Context: an optimization exercise on an open-source flow, tuned for small area, a short achievable clock period and few clock cycles. The choices shown serve that exercise and are no tape-out recipe.
In this exercise RTL edits were held to simulation tests only and were not proved equivalent to the original.

== amber ==
Design led_matrix_scan_dimmer_unit, start of the top module:
module led_matrix_scan_dimmer_unit #(
	parameter int PANELS         = lmsd_pkg::DEF_PANELS,
	parameter int ROWS           = lmsd_pkg::DEF_ROWS,
	parameter int LEDS_PER_ROW   = lmsd_pkg::DEF_LEDS_PER_ROW,
	parameter int COLORS         = lmsd_pkg::DEF_COLORS,
	parameter int REFRESH_CYCLES = lmsd_pkg::DEF_REFRESH_CYCLES
) (
	input  logic                            clk,
	input  logic                            arst_n,
	input  logic                            s_tvalid,
	output logic                            s_tready,
	input  logic [lmsd_pkg::S_TDATA_W-1:0]  s_tdata,
	input  logic [lmsd_pkg::S_TUSER_W-1:0]  s_tuser,
	output logic                            m_tvalid,
	input  logic                            m_tready,
	output logic [lmsd_pkg::M_TDATA_W-1:0]  m_tdata,
	output logic [lmsd_pkg::M_TUSER_W-1:0]  m_tuser,
	output logic                            m_tlast,
	input  logic                            cfg_valid,
	output logic                            cfg_ready,
	input  logic [lmsd_pkg::REG_W-1:0]      cfg_index,
	input  logic [lmsd_pkg::SCHED_W-1:0]    cfg_data
);
==> flow/config.mk <==
export PLATFORM = sky130hd
export DESIGN_NAME = led_matrix_scan_dimmer_unit
export DESIGN_NICKNAME = led_matrix_scan_dimmer_unit
export VERILOG_FILES = /design/flow/design.v
export SDC_FILE = /design/flow/constraint.sdc
export NUM_CORES = 4
export LEC_CHECK = 0
export CAP_MARGIN = 20
export CORE_MARGIN = 2
export CORE_UTILIZATION = 65
export CTS_CLUSTER_DIAMETER = 80
export CTS_CLUSTER_SIZE = 30
export SETUP_SLACK_MARGIN = 3.7
export SLEW_MARGIN = 20
==> flow/constraint.sdc <==
create_clock -name core_clock -period 6.0 [get_ports {clk}]
set_input_delay 1.2000 -clock core_clock [delete_from_list [all_inputs] [get_ports {clk}]]
set_output_delay 1.2000 -clock core_clock [all_outputs]
set_load 0.01 [all_outputs]
run.sh (not shown) runs the stock make flow with config.mk's settings and CLKGATE_MAP_FILE= SYNTH_SCRIPT=/design/flow/synth_recipe.tcl, a recipe that flattens the netlist after the stock synthesis.
Having completed the whole flow, amber delivered a layout that passed the timing, design-rule and antenna checks.
Testbench counts of amber, summed over its fixed seeds: cycles 12,776.
The following lists how juniper was set up differently from amber:
- CORE_UTILIZATION changed from 65 to 55
Findings:
juniper: flow completed, timing, DRC and antenna clean. Summary of juniper over amber: clock period minus worst slack went down 4.0 ps; total length of routed wires now larger. Cell area sits higher in juniper than in amber.
Input-level comparison between yarrow and juniper:
- changing SETUP_SLACK_MARGIN from 3.7 to 3.5
Findings:
Via count of yarrow falls short of that of juniper slightly. clkdlybuf4s50_1 as the cell with the largest stage delay on the worst path was reported by yarrow, and dfrtp_1 by juniper. Taking juniper as the reference, in yarrow half-perimeter wire length of the detailed placement result shows an increase of 1.6%; routed wire length went down; proportion of cell area occupied by multi-input gates down 0.51 points. Remaining antenna violation count delta (yarrow -> juniper): insignificant. Delta (yarrow minus juniper): final non-filler cell total now sits lower, maximum root-to-sink buffer count did not really move.

Another version of the RTL of led_matrix_scan_dimmer_unit (not shown whole).
Size in the first run: roughly 6,100 cells after synthesis, about 4,000 flip-flops, roughly 72 I/O pins, about 93,000 um^2 of cells after synthesis.
==> flow/config.mk <==
export PLATFORM = sky130hd
export DESIGN_NAME = led_matrix_scan_dimmer_unit
export DESIGN_NICKNAME = led_matrix_scan_dimmer_unit
export VERILOG_FILES = /design/flow/design.v
export SDC_FILE = /design/flow/constraint.sdc
export NUM_CORES = 4
export LEC_CHECK = 0
export CAP_MARGIN = 20
export CORE_MARGIN = 2
export CORE_UTILIZATION = 55
export CTS_CLUSTER_DIAMETER = 80
export CTS_CLUSTER_SIZE = 30
export SETUP_SLACK_MARGIN = 3.3
export SLEW_MARGIN = 20
==> flow/constraint.sdc <==
create_clock -name core_clock -period 6.0 [get_ports {clk}]
set_input_delay 1.2000 -clock core_clock [delete_from_list [all_inputs] [get_ports {clk}]]
set_output_delay 1.2000 -clock core_clock [all_outputs]
set_load 0.01 [all_outputs]
Testbench counts at the start, summed over its fixed seeds: cycles 12,776.
Edit:
--- a/flow/config.mk
+++ b/flow/config.mk
@@ -12,3 +12,3 @@
 export CTS_CLUSTER_SIZE = 30
-export SETUP_SLACK_MARGIN = 3.3
+export SETUP_SLACK_MARGIN = 3.5
 export SLEW_MARGIN = 20
The new run ran to the end with no violations.
Wire length came out higher by about 2%.
Via count came out higher by 0.56%.
Sequential share of layout area came out lower by 0.24 points.
Clock-buffer cell count came out lower by 1.
Setup slack improves by 0.062 ns.
Sequential cell count stays the same.
Die area does not change.
Register-to-register slack improves by 0.14 ns.
Area after synthesis stays the same.
Edit:
--- a/flow/config.mk
+++ b/flow/config.mk
@@ -12,3 +12,3 @@
 export CTS_CLUSTER_SIZE = 30
-export SETUP_SLACK_MARGIN = 3.5
+export SETUP_SLACK_MARGIN = 3.75
 export SLEW_MARGIN = 20
Effect: Global-route usage stays flat; maximum frequency stays flat; critical path depth does not change.

Another version of the RTL of led_matrix_scan_dimmer_unit (not shown whole).
Size: about 4000 flip-flops, roughly 72 I/O pins, roughly 93000 um2 of cells after synthesis.
clock: 6.0 ns
lec_check: 0
cap_margin: 20
core_margin: 2
core_utilization: 55
cts_cluster_diameter: 80
cts_cluster_size: 30
setup_slack_margin: 3.0
slew_margin: 20
Testbench counts at the start, summed over its fixed seeds: cycles 12,776.
Edit:
Settings changed: CORE_UTILIZATION 55 to 60, SETUP_SLACK_MARGIN 3.0 to 5.0.
Via count increases by 1.7%.
Utilization goes up by 8.1 points.
Area after synthesis is unchanged.
Setup slack gets better by 0.053 ns.
Critical path depth does not change.
First-iteration DRC count went up by 1.9%.
Routed wire length goes up by 3.8%.
Design area goes up by 3.6%.
Count of clock-buffer cells in the layout went down by 5.
Cell count hardly moves.
Edit:
Settings changed: CORE_UTILIZATION 60 to 55, SETUP_SLACK_MARGIN 5.0 to 4.0.
=> The new run completed with no timing, DRC or antenna violations; sequential cell count does not change; first-iteration DRC count is higher by 5.9%; setup slack gains 0.030 ns; via count is higher by 0.47%; maximum frequency is higher by 1.0%.

Another version of the RTL of led_matrix_scan_dimmer_unit (not shown whole).
Size in the first run: roughly 6000 cells after synthesis, ~72 I/O pins, ~93000 µm² of cells after synthesis.
clock: 6.0 ns
lec_check: 0
cap_margin: 20
core_margin: 2
core_utilization: 62
cts_cluster_diameter: 70
cts_cluster_size: 36
setup_slack_margin: 3.5
slew_margin: 20
Testbench counts at the start, summed over its fixed seeds: cycles 12,776.
Rerun with:
Settings changed: CORE_UTILIZATION 62 to 55, CTS_CLUSTER_DIAMETER 70 to 80, CTS_CLUSTER_SIZE 36 to 30.
The new run went through all stages and came out clean; global-route usage decreases by 2.8 points; cell area barely changes; area after synthesis is unchanged.

## port drivers added, routing unchanged
The flow's constraints put no driver on any port. The routed layouts listed below were extracted and timed again, unchanged, in two steps.
Step 1 (the two cells are an assumption about what drives the block):
set clk [get_ports {clk}]
set_driving_cell -lib_cell sky130_fd_sc_hd__clkbuf_16 $clk
set_driving_cell -lib_cell sky130_fd_sc_hd__buf_2 [delete_from_list [all_inputs] $clk]
Step 2 adds t to the input delays and takes it off the output delays; t is the mean of the earliest and latest rising clock arrival at the registers after step 1. Input paths then give back, and output paths get back, about the clock's delay inside the block.
Slacks: ideal / step 1 / step 2; pairs: ideal / step 1.
run	shift t [ns]	setup WS [ns]	hold slack, ns	worst setup path at the end	worst slew at a driven data input, ns
amber	0.869	3.454 / 3.378 / 2.910	0.315 / 0.315 / 0.315	input to register	0.03
juniper	0.891	3.458 / 3.383 / 2.854	0.313 / 0.313 / 0.313	input to register	0.04
yarrow	0.887	3.446 / 3.384 / 2.600	0.317 / 0.317 / 0.317	input to register	0.04
the first run of note 2	0.877	3.320 / 3.310 / 2.496	0.317 / 0.317 / 0.317	input to register	0.04
the second run of note 2	0.885	3.382 / 3.303 / 2.709	0.269 / 0.213 / 0.315	input to register	0.04
the third run of note 2	0.895	3.379 / 3.297 / 2.625	0.220 / 0.169 / 0.316	input to register	0.04
the first run of note 3	0.879	3.024 / 3.031 / 2.209	0.301 / 0.301 / 0.301	input to register	0.04
the second run of note 3	0.877	3.078 / 3.078 / 2.424	0.303 / 0.254 / 0.321	input to register	0.05
the third run of note 3	0.889	3.107 / 3.107 / 2.307	0.315 / 0.315 / 0.315	input to register	0.12
the first run of note 4	0.861	3.202 / 3.124 / 2.725	0.301 / 0.301 / 0.301	input to register	0.03
the second run of note 4	0.898	3.212 / 3.137 / 2.691	0.304 / 0.304 / 0.304	input to register	0.04
After both steps every run listed still meets setup and hold. The setup slack of yarrow, which loses most, moves by -0.062 ns with the drivers and by -0.846 ns with both steps.
